Source: an optimization exercise on an open RTL-to-GDS flow (aim: small area and a short achievable clock period). Production flows keep margins and buffers that such runs may drop. At most, simulation tests tie the RTL to the original design; equivalence was not proved. Power and IR drop assume default switching activity.

==> inputs of 12-10 <==
## worley_field_pipe
module worley_field_pipe #(
  parameter int NUM_PTS    = 4,
  parameter int COORD_W    = 10,
  parameter int H_ACTIVE   = 640,
  parameter int V_ACTIVE   = 480,
  parameter int DIST_SHIFT = 8,
  parameter int OUT_W      = 8
) (
  input  logic               clk,
  input  logic               rst_n,
  input  logic               frame_start,
  input  logic               pix_valid,
  input  logic [COORD_W-1:0] x,
  input  logic [COORD_W-1:0] y,
  output logic               noise_valid,
  output logic [OUT_W-1:0]   noise,
  output logic [2:0]         cell_id,
  output logic               busy
);
Settings: LEC_CHECK=0, CAP_MARGIN=20, CORE_MARGIN=2, CORE_UTILIZATION=50, CTS_CLUSTER_DIAMETER=100, CTS_CLUSTER_SIZE=30, SETUP_SLACK_MARGIN=5.0, SLEW_MARGIN=20, SYNTH_HIERARCHICAL=1, SYNTH_MINIMUM_KEEP_SIZE=0; clock period 8.0 ns.
run.sh (not shown) runs the stock make flow with config.mk's settings and CLKGATE_MAP_FILE= SYNTH_SCRIPT=/design/flow/synth_recipe.tcl, a recipe that flattens the netlist after the stock synthesis.
==> 12-06 (differences from 12-10) <==
--- a/flow/design.v
+++ b/flow/design.v
@@ -2876,10 +2876,17 @@
   logic k10_19;
   logic k10_20;
   logic k10_21;
   logic k10_22;
   logic k10_23;
+  logic k10_24;
+  logic k10_25;
+  logic k10_26;
+  logic k10_27;
+  logic k10_28;
+  logic k10_29;
+  logic k10_30;
   assign k10_0 = dd1[0] & ~dd0[0];
   assign k10_1 = dd1[0] | ~dd0[0];
   assign k10_2 = dd1[1] & ~dd0[1];
   assign k10_3 = dd1[1] | ~dd0[1];
   assign k10_4 = dd1[2] & ~dd0[2];
@@ -2894,18 +2901,25 @@
   assign k10_13 = dd1[6] | ~dd0[6];
   assign k10_14 = dd1[7] & ~dd0[7];
   assign k10_15 = dd1[7] | ~dd0[7];
   assign k10_16 = k10_0 | (k10_1 & 1'b1);
   assign k10_17 = k10_2 | (k10_3 & k10_16);
-  assign k10_18 = k10_4 | (k10_5 & k10_17);
-  assign k10_19 = k10_6 | (k10_7 & k10_18);
-  assign k10_20 = k10_8 | (k10_9 & k10_19);
-  assign k10_21 = k10_10 | (k10_11 & k10_20);
-  assign k10_22 = k10_12 | (k10_13 & k10_21);
-  assign k10_23 = k10_14 | (k10_15 & k10_22);
+  assign k10_18 = k10_3 & k10_1;
+  assign k10_19 = k10_6 | (k10_7 & k10_4);
+  assign k10_20 = k10_7 & k10_5;
+  assign k10_21 = k10_10 | (k10_11 & k10_8);
+  assign k10_22 = k10_11 & k10_9;
+  assign k10_23 = k10_14 | (k10_15 & k10_12);
+  assign k10_24 = k10_15 & k10_13;
+  assign k10_25 = k10_19 | (k10_20 & k10_17);
+  assign k10_26 = k10_20 & k10_18;
+  assign k10_27 = k10_23 | (k10_24 & k10_21);
+  assign k10_28 = k10_24 & k10_22;
+  assign k10_29 = k10_27 | (k10_28 & k10_25);
+  assign k10_30 = k10_28 & k10_26;
   logic k10;
-  assign k10 = ~k10_23;
+  assign k10 = ~k10_29;
   logic q10;
   always_ff @(posedge clk) q10 <= k10;
   logic k20_0;
   logic k20_1;
   logic k20_2;
@@ -2928,10 +2942,17 @@
   logic k20_19;
   logic k20_20;
   logic k20_21;
   logic k20_22;
   logic k20_23;
+  logic k20_24;
+  logic k20_25;
+  logic k20_26;
+  logic k20_27;
+  logic k20_28;
+  logic k20_29;
+  logic k20_30;
   assign k20_0 = dd2[0] & ~dd0[0];
   assign k20_1 = dd2[0] | ~dd0[0];
   assign k20_2 = dd2[1] & ~dd0[1];
   assign k20_3 = dd2[1] | ~dd0[1];
   assign k20_4 = dd2[2] & ~dd0[2];
@@ -2946,18 +2967,25 @@
   assign k20_13 = dd2[6] | ~dd0[6];
   assign k20_14 = dd2[7] & ~dd0[7];
   assign k20_15 = dd2[7] | ~dd0[7];
   assign k20_16 = k20_0 | (k20_1 & 1'b1);
   assign k20_17 = k20_2 | (k20_3 & k20_16);
-  assign k20_18 = k20_4 | (k20_5 & k20_17);
-  assign k20_19 = k20_6 | (k20_7 & k20_18);
-  assign k20_20 = k20_8 | (k20_9 & k20_19);
-  assign k20_21 = k20_10 | (k20_11 & k20_20);
-  assign k20_22 = k20_12 | (k20_13 & k20_21);
-  assign k20_23 = k20_14 | (k20_15 & k20_22);
+  assign k20_18 = k20_3 & k20_1;
+  assign k20_19 = k20_6 | (k20_7 & k20_4);
+  assign k20_20 = k20_7 & k20_5;
+  assign k20_21 = k20_10 | (k20_11 & k20_8);
+  assign k20_22 = k20_11 & k20_9;
+  assign k20_23 = k20_14 | (k20_15 & k20_12);
+  assign k20_24 = k20_15 & k20_13;
+  assign k20_25 = k20_19 | (k20_20 & k20_17);
+  assign k20_26 = k20_20 & k20_18;
+  assign k20_27 = k20_23 | (k20_24 & k20_21);
+  assign k20_28 = k20_24 & k20_22;
+  assign k20_29 = k20_27 | (k20_28 & k20_25);
+  assign k20_30 = k20_28 & k20_26;
   logic k20;
-  assign k20 = ~k20_23;
+  assign k20 = ~k20_29;
   logic q20;
   always_ff @(posedge clk) q20 <= k20;
   logic k30_0;
   logic k30_1;
   logic k30_2;
@@ -2980,10 +3008,17 @@
   logic k30_19;
   logic k30_20;
   logic k30_21;
   logic k30_22;
   logic k30_23;
+  logic k30_24;
+  logic k30_25;
+  logic k30_26;
+  logic k30_27;
+  logic k30_28;
+  logic k30_29;
+  logic k30_30;
   assign k30_0 = dd3[0] & ~dd0[0];
   assign k30_1 = dd3[0] | ~dd0[0];
   assign k30_2 = dd3[1] & ~dd0[1];
   assign k30_3 = dd3[1] | ~dd0[1];
   assign k30_4 = dd3[2] & ~dd0[2];
@@ -2998,18 +3033,25 @@
   assign k30_13 = dd3[6] | ~dd0[6];
   assign k30_14 = dd3[7] & ~dd0[7];
   assign k30_15 = dd3[7] | ~dd0[7];
   assign k30_16 = k30_0 | (k30_1 & 1'b1);
   assign k30_17 = k30_2 | (k30_3 & k30_16);
-  assign k30_18 = k30_4 | (k30_5 & k30_17);
-  assign k30_19 = k30_6 | (k30_7 & k30_18);
-  assign k30_20 = k30_8 | (k30_9 & k30_19);
-  assign k30_21 = k30_10 | (k30_11 & k30_20);
-  assign k30_22 = k30_12 | (k30_13 & k30_21);
-  assign k30_23 = k30_14 | (k30_15 & k30_22);
+  assign k30_18 = k30_3 & k30_1;
+  assign k30_19 = k30_6 | (k30_7 & k30_4);
+  assign k30_20 = k30_7 & k30_5;
+  assign k30_21 = k30_10 | (k30_11 & k30_8);
+  assign k30_22 = k30_11 & k30_9;
+  assign k30_23 = k30_14 | (k30_15 & k30_12);
+  assign k30_24 = k30_15 & k30_13;
+  assign k30_25 = k30_19 | (k30_20 & k30_17);
+  assign k30_26 = k30_20 & k30_18;
+  assign k30_27 = k30_23 | (k30_24 & k30_21);
+  assign k30_28 = k30_24 & k30_22;
+  assign k30_29 = k30_27 | (k30_28 & k30_25);
+  assign k30_30 = k30_28 & k30_26;
   logic k30;
-  assign k30 = ~k30_23;
+  assign k30 = ~k30_29;
   logic q30;
   always_ff @(posedge clk) q30 <= k30;
   logic k21_0;
   logic k21_1;
   logic k21_2;
@@ -3032,10 +3074,17 @@
   logic k21_19;
   logic k21_20;
   logic k21_21;
   logic k21_22;
   logic k21_23;
+  logic k21_24;
+  logic k21_25;
+  logic k21_26;
+  logic k21_27;
+  logic k21_28;
+  logic k21_29;
+  logic k21_30;
   assign k21_0 = dd2[0] & ~dd1[0];
   assign k21_1 = dd2[0] | ~dd1[0];
   assign k21_2 = dd2[1] & ~dd1[1];
   assign k21_3 = dd2[1] | ~dd1[1];
   assign k21_4 = dd2[2] & ~dd1[2];
@@ -3050,18 +3099,25 @@
   assign k21_13 = dd2[6] | ~dd1[6];
   assign k21_14 = dd2[7] & ~dd1[7];
   assign k21_15 = dd2[7] | ~dd1[7];
   assign k21_16 = k21_0 | (k21_1 & 1'b1);
   assign k21_17 = k21_2 | (k21_3 & k21_16);
-  assign k21_18 = k21_4 | (k21_5 & k21_17);
-  assign k21_19 = k21_6 | (k21_7 & k21_18);
-  assign k21_20 = k21_8 | (k21_9 & k21_19);
-  assign k21_21 = k21_10 | (k21_11 & k21_20);
-  assign k21_22 = k21_12 | (k21_13 & k21_21);
-  assign k21_23 = k21_14 | (k21_15 & k21_22);
+  assign k21_18 = k21_3 & k21_1;
+  assign k21_19 = k21_6 | (k21_7 & k21_4);
+  assign k21_20 = k21_7 & k21_5;
+  assign k21_21 = k21_10 | (k21_11 & k21_8);
+  assign k21_22 = k21_11 & k21_9;
+  assign k21_23 = k21_14 | (k21_15 & k21_12);
+  assign k21_24 = k21_15 & k21_13;
+  assign k21_25 = k21_19 | (k21_20 & k21_17);
+  assign k21_26 = k21_20 & k21_18;
+  assign k21_27 = k21_23 | (k21_24 & k21_21);
+  assign k21_28 = k21_24 & k21_22;
+  assign k21_29 = k21_27 | (k21_28 & k21_25);
+  assign k21_30 = k21_28 & k21_26;
   logic k21;
-  assign k21 = ~k21_23;
+  assign k21 = ~k21_29;
   logic q21;
   always_ff @(posedge clk) q21 <= k21;
   logic k31_0;
   logic k31_1;
   logic k31_2;
@@ -3084,10 +3140,17 @@
   logic k31_19;
   logic k31_20;
   logic k31_21;
   logic k31_22;
   logic k31_23;
+  logic k31_24;
+  logic k31_25;
+  logic k31_26;
+  logic k31_27;
+  logic k31_28;
+  logic k31_29;
+  logic k31_30;
   assign k31_0 = dd3[0] & ~dd1[0];
   assign k31_1 = dd3[0] | ~dd1[0];
   assign k31_2 = dd3[1] & ~dd1[1];
   assign k31_3 = dd3[1] | ~dd1[1];
   assign k31_4 = dd3[2] & ~dd1[2];
@@ -3102,18 +3165,25 @@
   assign k31_13 = dd3[6] | ~dd1[6];
   assign k31_14 = dd3[7] & ~dd1[7];
   assign k31_15 = dd3[7] | ~dd1[7];
   assign k31_16 = k31_0 | (k31_1 & 1'b1);
   assign k31_17 = k31_2 | (k31_3 & k31_16);
-  assign k31_18 = k31_4 | (k31_5 & k31_17);
-  assign k31_19 = k31_6 | (k31_7 & k31_18);
-  assign k31_20 = k31_8 | (k31_9 & k31_19);
-  assign k31_21 = k31_10 | (k31_11 & k31_20);
-  assign k31_22 = k31_12 | (k31_13 & k31_21);
-  assign k31_23 = k31_14 | (k31_15 & k31_22);
+  assign k31_18 = k31_3 & k31_1;
+  assign k31_19 = k31_6 | (k31_7 & k31_4);
+  assign k31_20 = k31_7 & k31_5;
+  assign k31_21 = k31_10 | (k31_11 & k31_8);
+  assign k31_22 = k31_11 & k31_9;
+  assign k31_23 = k31_14 | (k31_15 & k31_12);
+  assign k31_24 = k31_15 & k31_13;
+  assign k31_25 = k31_19 | (k31_20 & k31_17);
+  assign k31_26 = k31_20 & k31_18;
+  assign k31_27 = k31_23 | (k31_24 & k31_21);
+  assign k31_28 = k31_24 & k31_22;
+  assign k31_29 = k31_27 | (k31_28 & k31_25);
+  assign k31_30 = k31_28 & k31_26;
   logic k31;
-  assign k31 = ~k31_23;
+  assign k31 = ~k31_29;
   logic q31;
   always_ff @(posedge clk) q31 <= k31;
   logic k32_0;
   logic k32_1;
   logic k32_2;
@@ -3136,10 +3206,17 @@
   logic k32_19;
   logic k32_20;
   logic k32_21;
   logic k32_22;
   logic k32_23;
+  logic k32_24;
+  logic k32_25;
+  logic k32_26;
+  logic k32_27;
+  logic k32_28;
+  logic k32_29;
+  logic k32_30;
   assign k32_0 = dd3[0] & ~dd2[0];
   assign k32_1 = dd3[0] | ~dd2[0];
   assign k32_2 = dd3[1] & ~dd2[1];
   assign k32_3 = dd3[1] | ~dd2[1];
   assign k32_4 = dd3[2] & ~dd2[2];
@@ -3154,18 +3231,25 @@
   assign k32_13 = dd3[6] | ~dd2[6];
   assign k32_14 = dd3[7] & ~dd2[7];
   assign k32_15 = dd3[7] | ~dd2[7];
   assign k32_16 = k32_0 | (k32_1 & 1'b1);
   assign k32_17 = k32_2 | (k32_3 & k32_16);
-  assign k32_18 = k32_4 | (k32_5 & k32_17);
-  assign k32_19 = k32_6 | (k32_7 & k32_18);
-  assign k32_20 = k32_8 | (k32_9 & k32_19);
-  assign k32_21 = k32_10 | (k32_11 & k32_20);
-  assign k32_22 = k32_12 | (k32_13 & k32_21);
-  assign k32_23 = k32_14 | (k32_15 & k32_22);
+  assign k32_18 = k32_3 & k32_1;
+  assign k32_19 = k32_6 | (k32_7 & k32_4);
+  assign k32_20 = k32_7 & k32_5;
+  assign k32_21 = k32_10 | (k32_11 & k32_8);
+  assign k32_22 = k32_11 & k32_9;
+  assign k32_23 = k32_14 | (k32_15 & k32_12);
+  assign k32_24 = k32_15 & k32_13;
+  assign k32_25 = k32_19 | (k32_20 & k32_17);
+  assign k32_26 = k32_20 & k32_18;
+  assign k32_27 = k32_23 | (k32_24 & k32_21);
+  assign k32_28 = k32_24 & k32_22;
+  assign k32_29 = k32_27 | (k32_28 & k32_25);
+  assign k32_30 = k32_28 & k32_26;
   logic k32;
-  assign k32 = ~k32_23;
+  assign k32 = ~k32_29;
   logic q32;
   always_ff @(posedge clk) q32 <= k32;
   logic l10_0;
   logic l10_1;
   logic l10_2;
==> flow/config.mk (replaced) <==
export PLATFORM = sky130hd
export DESIGN_NAME = worley_field_pipe
export DESIGN_NICKNAME = worley_field_pipe
export VERILOG_FILES = /design/flow/design.v
export SDC_FILE = /design/flow/constraint.sdc
export NUM_CORES = 4
export LEC_CHECK = 0
export CAP_MARGIN = 20
export CORE_MARGIN = 2
export CORE_UTILIZATION = 65
export SETUP_SLACK_MARGIN = 5.0
export SLEW_MARGIN = 20
export SYNTH_HIERARCHICAL = 1
export SYNTH_MINIMUM_KEEP_SIZE = 0
==> reports/qor.tcl <==
set qor(number_of_tap_cells_inserted) 539
set qor(synthDominantCellAreaShare_pct) 29.0
set qor(buffer_area_share_pct) 2.27
set qor(fin_util_pct) 74.5
set qor(combinationalPower_uw) 5710
set qor(cts.repair.resized) 161
set qor(proportion_of_cell_area_occupied_by_multi_input_gates_pct) 61.7
set qor(die_w_um) 211
set qor(syn_area_per_cell_um2) 10.5
set qor(final_instance_area_um2) 31300
set qor(track_usage_pct) 30.9
set qor(outcome) {timing/DRC/antenna clean}
set qor(antenna_found_initial) 1
set qor(postSynthCellCount) 2652
set qor(tightest_slew_ps) 1050
set qor(power.ir.vdd_worst_uv) 198
# the run above: 12-06

==> reports/qor.tcl <==
set qor(power.ir.vdd_worst_uv) 310
set qor(fin_util_pct) 56.8
set qor(min_period_ps) 2970
set qor(buffer_area_share_pct) 3.09
set qor(synth_adder_area_share_pct) 35.0
set qor(number_of_tap_cells_inserted) 748
set qor(power.share.clock_pct) 13.8
set qor(grt.busiest_layer) {met2}
set qor(postSynthCellCount) 2633
set qor(die_w_um) 240
set qor(syn_area_per_cell_um2) 10.6
set qor(yosys_register_bits) 402
set qor(combinationalPower_uw) 6090
set qor(tightest_slew_ps) 987
set qor(final_instance_area_um2) 31300
set qor(global_route_wire_length_before_repair_um) 108000
set qor(setup_viol) 0
set qor(outcome) {timing/DRC/antenna clean}
# the run above: 12-10

For 12-10, only the layout was checked, not whether the RTL still works.

* * *

==> run G <==
worley_field_pipe, a different RTL version from the one above (not shown whole).
export LEC_CHECK = 0
export CAP_MARGIN = 20
export CORE_MARGIN = 2
export CORE_UTILIZATION = 40
export SLEW_MARGIN = 20
export SYNTH_HIERARCHICAL = 1
export SYNTH_MINIMUM_KEEP_SIZE = 0
create_clock -name core_clock -period 8.0 [get_ports {clk}]
==> inputs of run H, as changes to run G <==
- CORE_UTILIZATION: 40 -> 60
- SETUP_SLACK_MARGIN: default -> 4.8
==> inputs of run K, as changes to run G <==
- SETUP_SLACK_MARGIN: default -> 4.8
==> comparison table <==
Reg area: run K 0.009861 mm2; run H 0.009858 mm2; run G 0.009771 mm2
Placed cells: run K 3783; run H 3477; run G 3783
Met1 Wirelength: run K 30200 um; run H 28230 um; run G 29910 um
Width of the chip: run K 279.6 um; run H 229.0 um; run G 279.6 um
Number of inserted filler cells in the final layout: run K 6975; run H 4047; run G 6994
Clock Power Share: run K 0.202; run H 0.203; run G 0.202
# Taps: run K 978; run H 672; run G 978
Result of the run: run K complete, no violations; run H complete, no violations; run G complete, no violations
Core Util, Final: run K 0.4473; run H 0.6665; run G 0.4450
# rows: run K 101; run H 82; run G 101
Element type at the critical path end: run K register; run H register; run G output port
Combinational Power: run K 5.93 mW; run H 5.80 mW; run G 5.90 mW
Worst hold-check slack: run K 0.4303 ns; run H 0.4244 ns; run G 0.4304 ns
Antenna fix cells: run K 0; run H 0; run G 1
Area post-placement: run K 0.03182 mm2; run H 0.03144 mm2; run G 0.03182 mm2
Destination of the worst register-to-register timing path: run K rb3[11]$_DFF_P_; run H rb2[11]$_DFF_P_; run G rb1[11]$_DFF_P_
Internal Dissipation: run K 7.813 mW; run H 7.811 mW; run G 7.780 mW
Part of the power in registers: run K 0.324; run H 0.327; run G 0.324
Synth-to-layout area growth: run K 11.25%; run H 9.825%; run G 10.69%
Global-route track usage on met1: run K 0.2253; run H 0.3325; run G 0.2250
CTS resizes: run K 42; run H 34; run G 0
First-pass GRT wire length: run K 108600 um; run H 104900 um; run G 108600 um
No functional check of the RTL was part of any run of this note.

[port drivers added, routing unchanged]
No port has a modelled driver above. Below, the same layouts with a new extraction and two added sets of constraints.
Step 1 sets driving cells, clkbuf_16 on the clock port and buf_2 on the other inputs (assumed; they add their load-dependent delay and slew).
Step 2 moves the port delays by t, midway between the first and last clock arrival at a register: inputs arrive t later, outputs are due t later. That takes back most of the time a late clock gives input paths.
Three values: ideal ports, drivers, drivers and shift; two values: the first two.
run	t (ns)	setup WS [ns]	latest minus earliest clock arrival (ns)
12-10	0.633	5.032 / 5.032 / 4.723	0.041 / 0.040
12-06	0.620	5.020 / 5.020 / 4.832	0.036 / 0.036
run G	0.667	4.396 / 4.333 / 4.366	0.030 / 0.030
run H	0.647	4.845 / 4.845 / 4.488	0.026 / 0.025
run K	0.666	4.876 / 4.857 / 4.351	0.030 / 0.030
After both steps setup and hold are still met in every run listed. The setup slack of run K, which loses most, moves by -0.019 ns with the drivers and by -0.525 ns with both steps.
